This design comes from an exercise in tuning for small area, a short achievable clock period and few clock cycles on the open sky130 flow, not from production work.
Only simulation tests tie the RTL to the original design; equivalence was not proved.

## flow/design.v (module list and top-level ports; edited modules follow where they fit)
// module muldiv_unit_p: 1343 lines
// module muldiv_bk_add: 31 lines
module muldiv_unit_p #(
    parameter int WIDTH = 32,
    parameter int K     = 2
) (
    input  logic             clk,
    input  logic             reset,
    input  logic             start,
    input  logic [2:0]       op,
    input  logic [WIDTH-1:0] src_a,
    input  logic [WIDTH-1:0] src_b,
    input  logic             cancel,
    input  logic             wr_en,
    input  logic             wr_hi,
    input  logic [WIDTH-1:0] wr_data,
    output logic             busy,
    output logic             done,
    output logic [WIDTH-1:0] hi,
    output logic [WIDTH-1:0] lo
);
  // ...
==> flow/flow/run.sh <==
#!/bin/bash
# The standard layout, with timing repair aiming for more setup slack
# than the design's clock period needs.
set -euo pipefail
MARGIN=${MARGIN:-9}
bash standard.sh SETUP_SLACK_MARGIN=$MARGIN finish > orfs_make.log 2>&1
==> flow/standard.sh <==
#!/bin/bash
# synth_recipe.tcl (not shown) runs the flow's synth.tcl, then flattens the netlist and writes it again
# the make line also repeats each setting of config.mk as NAME=value (left out here)
make -C /OpenROAD-flow-scripts/flow DESIGN_CONFIG=/design/flow/config.mk WORK_HOME=/design/flow/orfs CLKGATE_MAP_FILE= SYNTH_SCRIPT=/design/flow/synth_recipe.tcl "${@:-finish}"
==> flow/config.mk <==
export PLATFORM = sky130hd
export DESIGN_NAME = muldiv_unit_p
export DESIGN_NICKNAME = muldiv_unit_p
export VERILOG_FILES = /design/flow/design.v
export SDC_FILE = /design/flow/constraint.sdc
export NUM_CORES = 4
export LEC_CHECK = 0
export CAP_MARGIN = 30
export CORE_MARGIN = 2
export CORE_UTILIZATION = 40
export SLEW_MARGIN = 30
==> flow/constraint.sdc <==
create_clock -name core_clock -period 13.0 [get_ports {clk}]
set_input_delay 2.6000 -clock core_clock [delete_from_list [all_inputs] [get_ports {clk}]]
set_output_delay 2.6000 -clock core_clock [all_outputs]
set_load 0.01 [all_outputs]
==> impl_metrics.json, run 1 <==
{
  "synth_area_leaders": "fa_1 (17%), xnor2_1 (10%), edfxtp_1 (8.9%)",
  "cts_hold_buf": 0,
  "dominant_cells": "multi-input combinational cells",
  "drv_cap": 0,
  "path_clk_slew_ns": 0.07,
  "final_core_util_pct": 51.4,
  "met2_length_mm": 80.7,
  "clockBufferDepth": 3,
  "status": "complete, no violations",
  "drt_iter0_markers": 5307,
  "clock_buffers": 35,
  "wire_per_inst_microns": 29.8,
  "r2r_slack_ns": 5.49,
  "hpwlAfterDp_mm": 130,
  "gp_routability_congestion": 1.00,
  "setup_violations": 0,
  "syn-cell-area_sq_mm": 0.0388,
  "routed_wl_mm": 186,
  "nNonClkBuffers": 580,
  "port_buffers": 170,
  "grt_max_degree": 89,
  "finalNonFillerCells": 6247,
  "setup.worst_path.start": "ye_q[1]$_DFFE_PP_",
  "die_area_sq_mm": 0.0994,
  "final_area_sq_mm": 0.0495,
  "final_cell_mix": "inv_1 (424), xnor2_1 (408), nor2_1 (324)",
  "initial_core_util_pct": 40.2,
  "synth_area_per_cell_sq_um": 8.20,
  "critPathCaptureType": "flop",
  "dp.cells": 5868,
  "top_layer": "met5"
}
Testbench counts, summed over its fixed seeds: cycles 15,716.
==> run 2, diff against run 1 <==
--- a/flow/design.v
+++ b/flow/design.v
@@ -1,11 +1,12 @@
 module muldiv_unit_p #(
     parameter int WIDTH = 32,
-    parameter int K     = 2
+    parameter int K     = 2,
+    parameter int R4    = 0
 ) (
     input  logic             clk,
     input  logic             reset,
     input  logic             start,
     input  logic [2:0]       op,
     input  logic [WIDTH-1:0] src_a,
     input  logic [WIDTH-1:0] src_b,
     input  logic             cancel,
@@ -25,17 +26,17 @@
     logic [2:0]    op_q;
     logic [32:0]   xe_q;                 
     logic [YW-1:0] ye_q;                 
     logic          ym1_q;                
     logic [31:0]   r_q, q_q;             
     logic [5:0]    cnt_q;                
     logic          first_q;              
     logic          triv_q, bzero_q;      
-    logic          qneg_q, rneg_q, fixq_q, fixr_q;
+    logic          qneg_q, rneg_q, qz_q;    
     logic          selacc_q, selt_q, selfix_q;    
     function automatic logic [5:0] lzc32(input logic [31:0] v);
         lzc32 = 6'd32;
         for (int i = 0; i < 32; i++) if (v[i]) lzc32 = 6'(31 - i);
     endfunction
     logic        in_sgn, in_div, fit_a, fit_b, swap, in_sa, in_sb, am_co, bm_co;
     logic [31:0] in_am, in_bm;
     logic [5:0]  in_za, in_zb;
@@ -47,46 +48,43 @@
         fit_a  = (src_a[31:17] == 15'h0) || (in_sgn && (src_a[31:17] == 15'h7fff));
         fit_b  = (src_b[31:17] == 15'h0) || (in_sgn && (src_b[31:17] == 15'h7fff));
         swap   = !in_div && !fit_b && fit_a;
         in_sa  = in_sgn && src_a[31];
         in_sb  = in_sgn && src_b[31];
     end
     muldiv_bk_add #(.W(32)) u_am (.a(src_a ^ {32{in_sa}}), .b(32'h0), .cin(in_sa), .s(in_am), .cout(am_co));
     muldiv_bk_add #(.W(32)) u_bm (.a(src_b ^ {32{in_sb}}), .b(32'h0), .cin(in_sb), .s(in_bm), .cout(bm_co));
-    logic [5:0]  in_she;
-    logic [31:0] in_cmp_s;
-    logic        in_a_ge_b;
-    muldiv_bk_add #(.W(32)) u_icmp (.a(in_am), .b(~in_bm), .cin(1'b1), .s(in_cmp_s), .cout(in_a_ge_b));
+    logic [6:0]  in_she;
     always_comb begin
         in_za  = lzc32(src_a ^ {32{in_sa}});
         in_zb  = lzc32(src_b ^ {32{in_sb}});
-        in_she = 6'(in_zb - in_za) + 6'(in_sa);    
+        in_she = 7'({1'b0, in_zb} - {1'b0, in_za}) + 7'(in_sa);
         in_ncyc = 6'd1;
         in_shp  = 6'(K - 1);
         for (int i = 0; i < 34; i++) begin
-            if (in_she == 6'(i)) begin
+            if (in_she == 7'(i)) begin
                 in_ncyc = 6'(i / K + 1);
                 in_shp  = 6'((i / K + 1) * K - 1);
             end
         end
         in_dal = DW'(in_bm) << in_shp;
     end
     logic accept;
     assign accept = !busy && start && !cancel;
     logic        sub;
     logic [33:0] xs;
     logic [18:0] yb;
     logic [63:0] addend, tree_a, tree_b, tsum;
     logic        fixq, fixr, tsum_co;
     assign sub  = op_q[2] & op_q[1];
     assign xs   = {xe_q[32], xe_q};
     assign yb   = {ye_q[17:0], ym1_q};
-    assign fixq = selfix_q && fixq_q;
-    assign fixr = selfix_q && fixr_q;
+    assign fixq = selfix_q && qneg_q && !qz_q;    
+    assign fixr = selfix_q && rneg_q;
     always_comb begin
         addend = 64'h0;
         if (selacc_q) addend = {hi, lo};
         if (selt_q)   addend = {18'h0, r_q, q_q[31:18]};
         if (selfix_q) addend = {(fixr ? ~r_q : r_q), (fixq ? ~q_q : q_q)};
     end
     wire bh0 = yb[2], bm0 = yb[1], bl0 = yb[0];
     wire one0 = bm0 ^ bl0;
@@ -1212,32 +1210,64 @@
     assign tree_b[60] = hs326;
     assign tree_a[61] = hc326;
     assign tree_b[61] = hs327;
     assign tree_a[62] = hc327;
     assign tree_b[62] = hs328;
     assign tree_a[63] = hc328;
     assign tree_b[63] = hs329;
     muldiv_bk_add #(.W(64)) u_cpa (.a(tree_a), .b(tree_b), .cin(1'b0), .s(tsum), .cout(tsum_co));
-    logic [DW-1:0] rs [0:K];
-    logic [DW-1:0] dsub [0:K-1];
-    logic          dge [0:K-1];
-    assign rs[0] = DW'(r_q);
-    for (genvar j = 0; j < K; j++) begin : g_step
-        logic [DW-1:0] dj;
-        assign dj = DW'(ye_q) >> j;
-        muldiv_bk_add #(.W(DW)) u_sub (.a(rs[j]), .b(~dj), .cin(1'b1), .s(dsub[j]), .cout(dge[j]));
-        assign rs[j+1] = dge[j] ? dsub[j] : rs[j];
+    localparam int NU = R4 + (K - 2 * R4);
+    logic [31:0]   rs [0:NU];
+    logic [K-1:0]  qbits;
+    assign rs[0] = r_q;
+    for (genvar u = 0; u < NU; u++) begin : g_unit
+        if (u < R4) begin : g_r4
+            localparam int J = 2 * u;
+            logic [DW-1:0] d1, d2;
+            logic          z1, z2, c1, c2, ge1, ge2, ge3, co3;
+            logic [31:0]   t1, t2;
+            logic [33:0]   cs_s, cs_c, t3;
+            assign d2 = DW'(ye_q) >> J;           
+            assign d1 = DW'(ye_q) >> (J + 1);
+            assign z1 = (d1[DW-1:32] == '0);
+            assign z2 = (d2[DW-1:32] == '0);
+            muldiv_bk_add #(.W(32)) u_t1 (.a(rs[u]), .b(~d1[31:0]), .cin(1'b1), .s(t1), .cout(c1));
+            muldiv_bk_add #(.W(32)) u_t2 (.a(rs[u]), .b(~d2[31:0]), .cin(1'b1), .s(t2), .cout(c2));
+            always_comb begin
+                logic [33:0] x, y, z;
+                x    = {2'b00, rs[u]};
+                y    = ~{2'b00, d1[31:0]};
+                z    = ~{2'b00, d2[31:0]};
+                cs_s = x ^ y ^ z;
+                cs_c = {((x[32:0] & y[32:0]) | (x[32:0] & z[32:0]) | (y[32:0] & z[32:0])), 1'b1};
+            end
+            muldiv_bk_add #(.W(34)) u_t3 (.a(cs_s), .b(cs_c), .cin(1'b1), .s(t3), .cout(co3));
+            assign ge1 = z1 && c1;
+            assign ge2 = z2 && c2;
+            assign ge3 = z2 && !t3[33];
+            assign qbits[K-1-J]   = ge2;
+            assign qbits[K-2-J]   = ge2 ? ge3 : ge1;
+            assign rs[u+1] = ge2 ? (ge3 ? t3[31:0] : t2) : (ge1 ? t1 : rs[u]);
+        end else begin : g_r2
+            localparam int J = 2 * R4 + (u - R4);
+            logic [DW-1:0] d1;
+            logic          z1, c1, ge1;
+            logic [31:0]   t1;
+            assign d1 = DW'(ye_q) >> J;
+            assign z1 = (d1[DW-1:32] == '0);
+            muldiv_bk_add #(.W(32)) u_t1 (.a(rs[u]), .b(~d1[31:0]), .cin(1'b1), .s(t1), .cout(c1));
+            assign ge1 = z1 && c1;
+            assign qbits[K-1-J] = ge1;
+            assign rs[u+1] = ge1 ? t1 : rs[u];
+        end
     end
     logic [31:0] r_n, q_n;
-    always_comb begin
-        r_n = rs[K][31:0];
-        q_n = q_q;
-        for (int j = 0; j < K; j++) q_n = {q_n[30:0], dge[j]};
-    end
+    assign r_n = rs[NU];
+    assign q_n = {q_q[31-K:0], qbits};
     logic negres;
     assign negres = qneg_q || rneg_q;
     always_ff @(posedge clk or posedge reset) begin
         if (reset) begin
             busy <= 1'b0;
             done <= 1'b0;
             hi   <= '0;
             lo   <= '0;
@@ -1306,17 +1336,17 @@
     end
     always_ff @(posedge clk) begin
         if (!busy) begin
             op_q    <= op;
             ym1_q   <= 1'b0;
             short_q <= fit_a || fit_b;
             first_q <= 1'b1;
             bzero_q <= (src_b == 32'h0);
-            triv_q  <= (src_b == 32'h0) || !in_a_ge_b;
+            triv_q  <= (src_b == 32'h0) || in_she[6];
             qneg_q  <= in_sa ^ in_sb;
             rneg_q  <= in_sa;
             r_q     <= in_am;
             q_q     <= 32'h0;
             cnt_q   <= in_ncyc;
             xe_q    <= swap ? {in_sgn & src_b[31], src_b} : {in_sgn & src_a[31], src_a};
             if (in_div) ye_q <= YW'(in_dal);
             else        ye_q <= YW'(swap ? {in_sgn & src_a[31], src_a} : {in_sgn & src_b[31], src_b});
@@ -1327,19 +1357,18 @@
                     {r_q, q_q} <= tsum;
                     ye_q  <= YW'({{18{ye_q[32]}}, ye_q[32:18]});
                     ym1_q <= ye_q[17];
                 end
                 DSTEP: begin
                     r_q    <= r_n;
                     q_q    <= q_n;
                     cnt_q  <= cnt_q - 6'd1;
+                    qz_q   <= (q_n == 32'h0);
                     ye_q   <= (cnt_q == 6'd1) ? '0 : YW'(ye_q >> K);
-                    fixq_q <= qneg_q;    
-                    fixr_q <= rneg_q;
                 end
                 default: ;
             endcase
         end
     end
 endmodule
 module muldiv_bk_add #(
     parameter int W = 32
==> flow/run.sh (new file) <==
#!/bin/bash
# synth_recipe.tcl (not shown) runs the flow's synth.tcl, then flattens the netlist and writes it again
# the make line also repeats each setting of config.mk as NAME=value (left out here)
make -C /OpenROAD-flow-scripts/flow DESIGN_CONFIG=/design/flow/config.mk WORK_HOME=/design/flow/orfs CLKGATE_MAP_FILE= SYNTH_SCRIPT=/design/flow/synth_recipe.tcl finish
==> flow/config.mk (replaced) <==
export PLATFORM = sky130hd
export DESIGN_NAME = muldiv_unit_p
export DESIGN_NICKNAME = muldiv_unit_p
export VERILOG_FILES = /design/flow/design.v
export SDC_FILE = /design/flow/constraint.sdc
export NUM_CORES = 4
export LEC_CHECK = 0
export CAP_MARGIN = 30
export CORE_MARGIN = 2
export CORE_UTILIZATION = 40
export SETUP_SLACK_MARGIN = 5
export SLEW_MARGIN = 30
removed: flow/flow/run.sh
removed: flow/standard.sh
==> run 2 against run 1 <==
  * Cell area shrank 11%
  * Critical path depth grew 2
  * Global-route usage shrank 3.5 points
  * Non-clock buffer count decreased by 196
  * Via count down 8.9%
  * Synthesized cell count decreased by 4.5%
  * Largest cell class unchanged
==> impl_metrics.json, run 2 <==
{
  "status": "complete, no violations",
  "fp.dieH_microns": 311,
  "synth-main-ff-cell": "edfxtp_1",
  "drtAntennaViolNets": 0,
  "numCtsBuffers": 29,
  "antenna_found_initial": 2,
  "critPathKind": "in2reg",
  "synthDominantCellAreaShare_pct": 17.8,
  "root_buffer": "clkbuf_16",
  "critPathTopFamily": "compound AO/OA/AOI/OAI gates",
  "drive_above_1_share_pct": 13.0,
  "clock-sinks": 219,
  "setup_violations": 0,
  "grt_max_degree": 80,
  "fillers": 9124,
  "cp_slowest_stage_delay_ns": 0.62,
  "synth.most_common_cell": "inv_1",
  "slowest_stage": "or4_4",
  "rsz0062_at_grt": "yes",
  "routed_via_density": 6.20,
  "tightest_slew_ns": 1.11,
  "clock_latency_ns": 0.62,
  "ioPinCount": 171,
  "skew_ns": 0.0303,
  "layout_commonest_cell": "inv_1",
  "cp_data_required_time_ns": 13.47,
  "crit_top_cell": "o21ai_2",
  "drc_errors": 0,
  "num_rows": 112,
  "drt_first_pass_iters": 6,
  "grt_usage_pct": 32.9,
  "clockBufferDepth": 3,
  "synth_common_cells": "inv_1 (462), xnor2_1 (417), fa_1 (335), a22oi_1 (321), clkbuf_1 (306)",
  "hp-class": "reg2reg",
  "routed_wl_mm": 166,
  "path_max_fanout": 10,
  "gr-total-overflow": 0,
  "synth_area_per_cell_sq_um": 8.36,
  "syn-cell-area_sq_mm": 0.0377,
  "yosysSeqAreaShare_pct": 15.5,
  "path_clk_slew_ns": 0.06,
  "finalHoldViolations": 0,
  "synth_top_area_cell": "fa_1",
  "drt_iter0_markers": 4179,
  "top_register": "ye_q",
  "setup-tns-final_ns": 0,
  "start_kind": "input port",
  "synth_cell_types": 87,
  "final_cell_mix": "inv_1 (451), xnor2_1 (400), a22oi_1 (309)",
  "async_reset_ff_share_pct": 31.1,
  "final_core_util_pct": 47.0,
  "vias": 36100,
  "grt_first_pass_wirelength_mm": 238,
  "worst-path-buf-inv": 4,
  "critPathCaptureType": "flop",
  "netlist_instances": 4512,
  "core_sq_mm": 0.0935,
  "cp.arrival_ns": 8.55,
  "max_freq_mhz": 124,
  "post-route-period-util_pct": 62.2,
  "largestRegisters": "ye_q x35, xe_q x33",
  "hpwlAfterDp_mm": 122,
  "initial_core_util_pct": 40.4,
  "yosysWarnings": 5,
  "nets": 5204,
  "die_w_microns": 311,
  "synth_nets": 5169,
  "synth_area_leaders": "fa_1 (18%), xnor2_1 (9.7%), edfxtp_1 (9.1%)",
  "ys_ff_latch": 219,
  "period_needed_ns": 8.08,
  "die_area_sq_mm": 0.0968,
  "gp_routability_congestion": 1.02,
  "drv_cap": 0,
  "area_growth_pct": 16.3,
  "htreeDepth": 1,
  "largest_register_ffs": 35,
  "slew_headroom_pct": 25.1,
  "synth_edf_count": 114,
  "slew_viol_final": 0,
  "port_buffers": 170,
  "wire_per_inst_microns": 28.4,
  "grt_pass1_vias": 34300,
  "cts_tree": "done"
}
[run 2: area by class of cell]
type | instances | area [sq um] | area share (%)
antenna | 1 | 2.50 | 0.00570
multi-input combinational | 3439 | 29800 | 67.9
timing repair buffer | 384 | 3820 | 8.71
clock buffer | 39 | 836 | 1.90
clock inverter | 14 | 120 | 0.274
tap | 1254 | 1570 | 3.57
inverter | 471 | 1840 | 4.19
timing repair inverter | 3 | 26.3 | 0.0598
sequential | 219 | 5870 | 13.4
[run 2: worst paths after layout]
| kind | startpoint | to | slack [ns] | cells past startpoint |
|---|---|---|---|---|
| worst max register to register | ye_q[2]$_DFFE_PP_ | hi[14]$_DFFE_PP0P_ | 5.12 | 31 |
| worst max-delay path | src_b[1] | ye_q[18]$_DFFE_PP_ | 4.92 | 32 |
| max in group asynchronous | reset | busy$_DFF_PP0_ | 9.48 | 3 |
| min in group asynchronous | reset | lo[12]$_DFFE_PP0P_ | 2.25 | 2 |
| worst min register to register | lo[1]$_DFFE_PP0P_ | lo[1]$_DFFE_PP0P_ | 0.57 | 1 |
| worst min-delay path | lo[1]$_DFFE_PP0P_ | lo[1]$_DFFE_PP0P_ | 0.57 | 1 |
[run 2: stage by stage]
step	area [sq um]	hold WS (ns)	worst slack, ns	std cells
2_1_floorplan	38000	0.523	4.36	4512
3_3_place_gp	40600	0.549	2.15	5644
3_5_place_dp	40600	0.553	2.13	5647
4_1_cts	42500	0.567	4.86	5758
5_1_grt	43900	0.578	4.65	5823
6_report	43900	0.570	4.92	5824
[run 2: worst reg2reg max path: cells and delay by family (launching register included)]
family                   cells  cell delay (ns)
adder cells (fa/ha/maj)      7             3.33
AO/OA/AOI/OAI               12             1.95
AND/OR/NAND/NOR              7             1.24
flip-flops                   1             0.54
buffers and inverters        4             0.53
XOR/XNOR                     1             0.16
[run 2: logic make-up after synthesis]
family	after synthesis	share of synthesized area, %
fa+ha+maj	552	25.0
buf+inv	858	8.70
mux	166	4.71
simple gates	892	10.9
xor+xnor	561	13.0
compound gates	1264	22.1
flops	219	15.5
[run 2: per-layer routing]
metal	global-route usage, %	part of all wire [%]	up-vias
met2	52.0	45	2125
li1	-	-	15700
met5	0	0	-
met4	21.2	8.2	0
met1	41.7	38	17800
met3	5.49	9.4	499
[run 2: repair_timing]
item / in CTS / in global routing
resized for setup: 163 / 199
gates cloned: 10 / 6
setup buffers: 48 / 58
endpoints found under the setup margin: 126 / 89
hold buffers: 0 / 0
pin swaps: 51 / 126
Testbench counts of run 2, summed over its fixed seeds: cycles 15,792.
==> run 3, diff against run 2 <==
--- a/flow/config.mk
+++ b/flow/config.mk
@@ -5,6 +5,7 @@
 export SDC_FILE = /design/flow/constraint.sdc
 export NUM_CORES = 4
 export LEC_CHECK = 0
+export ABC_AREA = 1
 export CAP_MARGIN = 30
 export CORE_MARGIN = 2
 export CORE_UTILIZATION = 40
==> run 3 against run 2 <==
  * Still clean on timing, DRC and antenna
  * Via count grew 3.0%
  * Area after synthesis down 3.3%
  * Non-clock buffer count is 47 lower
  * Global-route usage increased by 1.7 points
==> impl_metrics.json, run 3 <==
{
  "yosysWarnings": 5,
  "endpoint": "hi[23]$_DFFE_PP0P_",
  "reg2reg_to": "hi[23]$_DFFE_PP0P_",
  "root_buffer": "clkbuf_16",
  "cp_data_required_time_ns": 13.50,
  "grt_usage_pct": 34.6,
  "crit_top_cell": "fa_1",
  "status": "complete, no violations",
  "rsz0062_at_grt": "yes",
  "post-route-period-util_pct": 60.8,
  "setup.worst_path.start": "qneg_q$_DFFE_PN_",
  "hold_path.startpoint": "lo[9]$_DFFE_PP0P_",
  "gp_routability_congestion": 1.01,
  "cts_tree": "done",
  "drt_iter0_markers": 5095,
  "numCtsBuffers": 29,
  "port_buffers": 170,
  "start_kind": "flop",
  "critPathKind": "reg2reg",
  "tightest_slew_ns": 1.00,
  "slew_viol_final": 0,
  "path_max_fanout": 25,
  "die_area_sq_mm": 0.0937,
  "hpwlAfterDp_mm": 123,
  "core_sq_mm": 0.0903,
  "syn-cell-area_sq_mm": 0.0365,
  "period_needed_ns": 7.90,
  "area_growth_pct": 15.5,
  "grt_max_degree": 87,
  "ioPinCount": 171,
  "critPathCaptureType": "flop",
  "largestRegisters": "ye_q x35, xe_q x33",
  "die_w_microns": 306,
  "setup-tns-final_ns": 0,
  "max_freq_mhz": 127,
  "wire_per_inst_microns": 27.2,
  "hp-class": "reg2reg",
  "ys_ff_latch": 219,
  "finalHoldViolations": 0,
  "routed_wl_mm": 167,
  "synth_cell_types": 76,
  "yosysSeqAreaShare_pct": 16.1,
  "regToRegStartpoint": "qneg_q$_DFFE_PN_",
  "grt_first_pass_wirelength_mm": 241,
  "cp_slowest_stage_delay_ns": 0.70,
  "htreeDepth": 1,
  "r2r_slack_ns": 5.10,
  "clock-sinks": 219,
  "holdWs_ns": 0.538,
  "gr-total-overflow": 0,
  "path_clk_slew_ns": 0.06,
  "async_reset_ff_share_pct": 31.1,
  "cp.arrival_ns": 8.40,
  "drive_above_1_share_pct": 9.52,
  "skew_ns": 0.0332,
  "cts_hold_buf": 0,
  "rr_worst_depth": 30,
  "clock_latency_ns": 0.63,
  "synth_area_per_cell_sq_um": 7.51,
  "synth-main-ff-cell": "edfxtp_1",
  "clockBufferDepth": 3,
  "slew_headroom_pct": 32.6,
  "synth_top_area_cell": "fa_1",
  "fp.dieH_microns": 306,
  "largest_register_ffs": 35,
  "vias": 37200,
  "antenna_found_initial": 3,
  "slowest_stage": "xor2_1",
  "drv_cap": 0,
  "synth.most_common_cell": "nand2_1",
  "synth_common_cells": "nand2_1 (776), inv_1 (699), xor2_1 (429), fa_1 (335), o22ai_1 (331)",
  "drt_first_pass_iters": 7,
  "nets": 5601,
  "synth_nets": 5520,
  "synth_area_leaders": "fa_1 (18%), xor2_1 (10%), edfxtp_1 (9.4%)",
  "num_rows": 110,
  "synthDominantCellAreaShare_pct": 18.4,
  "drc_errors": 0,
  "synth_edf_count": 114,
  "grt_pass1_vias": 35700,
  "top_register": "ye_q",
  "netlist_instances": 4863,
  "fillers": 9112,
  "final_core_util_pct": 46.7,
  "routed_via_density": 6.06,
  "layout_commonest_cell": "nand2_1",
  "final_cell_mix": "nand2_1 (757), inv_1 (683), xor2_1 (410)",
  "initial_core_util_pct": 40.4,
  "setup_violations": 0,
  "drtAntennaViolNets": 0
}
[run 3: changes by cell type in the layout (fill, tap and decap cells not counted), sizes merged, moves of 64 or more]
cell,delta
a22oi,-318
xnor2,-366
o22ai,+295
xor2,+286
o21ai,+128
nand2,+518
inv,+249
mux2i,-94
mux2,-64
[run 3: how the worst min path moves through the flow]
| stage | to | cells after the start |
|---|---|---|
| floorplan | q_q[30]$_SDFFE_PN0P_ | 2 |
| global placement | lo[9]$_DFFE_PP0P_ | 2 |
| detailed placement | lo[3]$_DFFE_PP0P_ | 2 |
| CTS | lo[9]$_DFFE_PP0P_ | 2 |
| global route | lo[3]$_DFFE_PP0P_ | 2 |
| finish | lo[9]$_DFFE_PP0P_ | 2 |
[run 3: logic make-up (layout without fill, tap and decap cells)]
| group | after synthesis | count (layout) | share of synthesized area [%] |
|---|---|---|---|
| xor+xnor | 481 | 481 | 11.6 |
| compound gates | 1278 | 1278 | 20.7 |
| other cells | 0 | 2 | 0 |
| flops | 219 | 219 | 16.1 |
| buf+inv | 1059 | 1155 | 11.1 |
| mux | 8 | 8 | 0.219 |
| fa+ha+maj | 552 | 552 | 25.8 |
| simple gates | 1266 | 1274 | 14.6 |
[run 3: per-stage QoR]
step | setup slack (ns) | instances | area, sq um
after floorplan | 5.04 | 4863 | 36600
after global placement | 2.94 | 6002 | 39300
after detailed placement | 2.85 | 6003 | 39300
after CTS | 5.00 | 6096 | 40900
after global routing | 4.83 | 6144 | 42200
final | 5.10 | 6145 | 42200
[run 3: repair_timing]
| action | 4_1_cts | 5_1_grt |
|---|---|---|
| setup buffers | 32 | 41 |
| pin swaps | 13 | 41 |
| gates cloned | 7 | 6 |
| hold endpoints to repair | 0 | 0 |
| resized for setup | 86 | 216 |
| setup endpoints to repair | 93 | 85 |
[run 3: cell type report]
class,count,area (sq um),share of cell area (%)
clock inverters,16,203,0.481
repair buffers,337,3300,7.83
repair inverters,1,7.51,0.0178
well taps,1176,1470,3.49
inverters,763,2970,7.04
multi-input cells,3593,27500,65.3
clock buffers,38,822,1.95
diodes,2,5.00,0.0119
flip-flops and latches,219,5870,13.9
[run 3: worst max-delay path: cells and delay by family, from the launching register on]
family | cells | cell delay, ns
xor gates and xnor gates | 1 | 0.70
AOI/OAI and AO/OA | 11 | 1.86
adders and majority gates | 7 | 3.39
buffers and inverters | 7 | 0.82
DFF | 1 | 0.46
and+or+nand+nor | 4 | 0.48
[run 3: layer usage]
metal / GRT usage [%] / vias to the layer above / share of wire, %
met1: 43.7 / 18000 / 38
met5: 0 / - / 0.0066
met4: 21.0 / 2 / 7.7
li1: - / 16300 / -
met2: 54.2 / 2320 / 44
met3: 7.67 / 551 / 11

[separate check: timing with driven ports]
No port has a modelled driver above. Below, the same layouts with a new extraction and two added sets of constraints. Step 1: set_driving_cell puts a clkbuf_16 on clk and a buf_2 on each other input, an assumption about the parent block. Step 2 times the ports against the registers' clock, not the clock port: input delays grow and output delays shrink by t, the midpoint of the rising clock arrivals with the driver on. a / b / c = ideal / step 1 / step 2; a / b = the first two.
run	shift t [ns]	setup WS [ns]	worst setup path after step 2	worst data-port slew with drivers (ns)	pins driven straight from the clock port
run 1	0.668	5.488 / 5.488 / 5.140	input to register	0.07	1
run 2	0.680	4.919 / 4.949 / 4.269	input to register	0.06	1
run 3	0.687	5.101 / 5.101 / 4.562	input to register	0.15	1
After both steps every run listed still meets setup and hold. The setup slack of run 2, which loses most, moves by +0.030 ns with the drivers and by -0.650 ns with both steps.
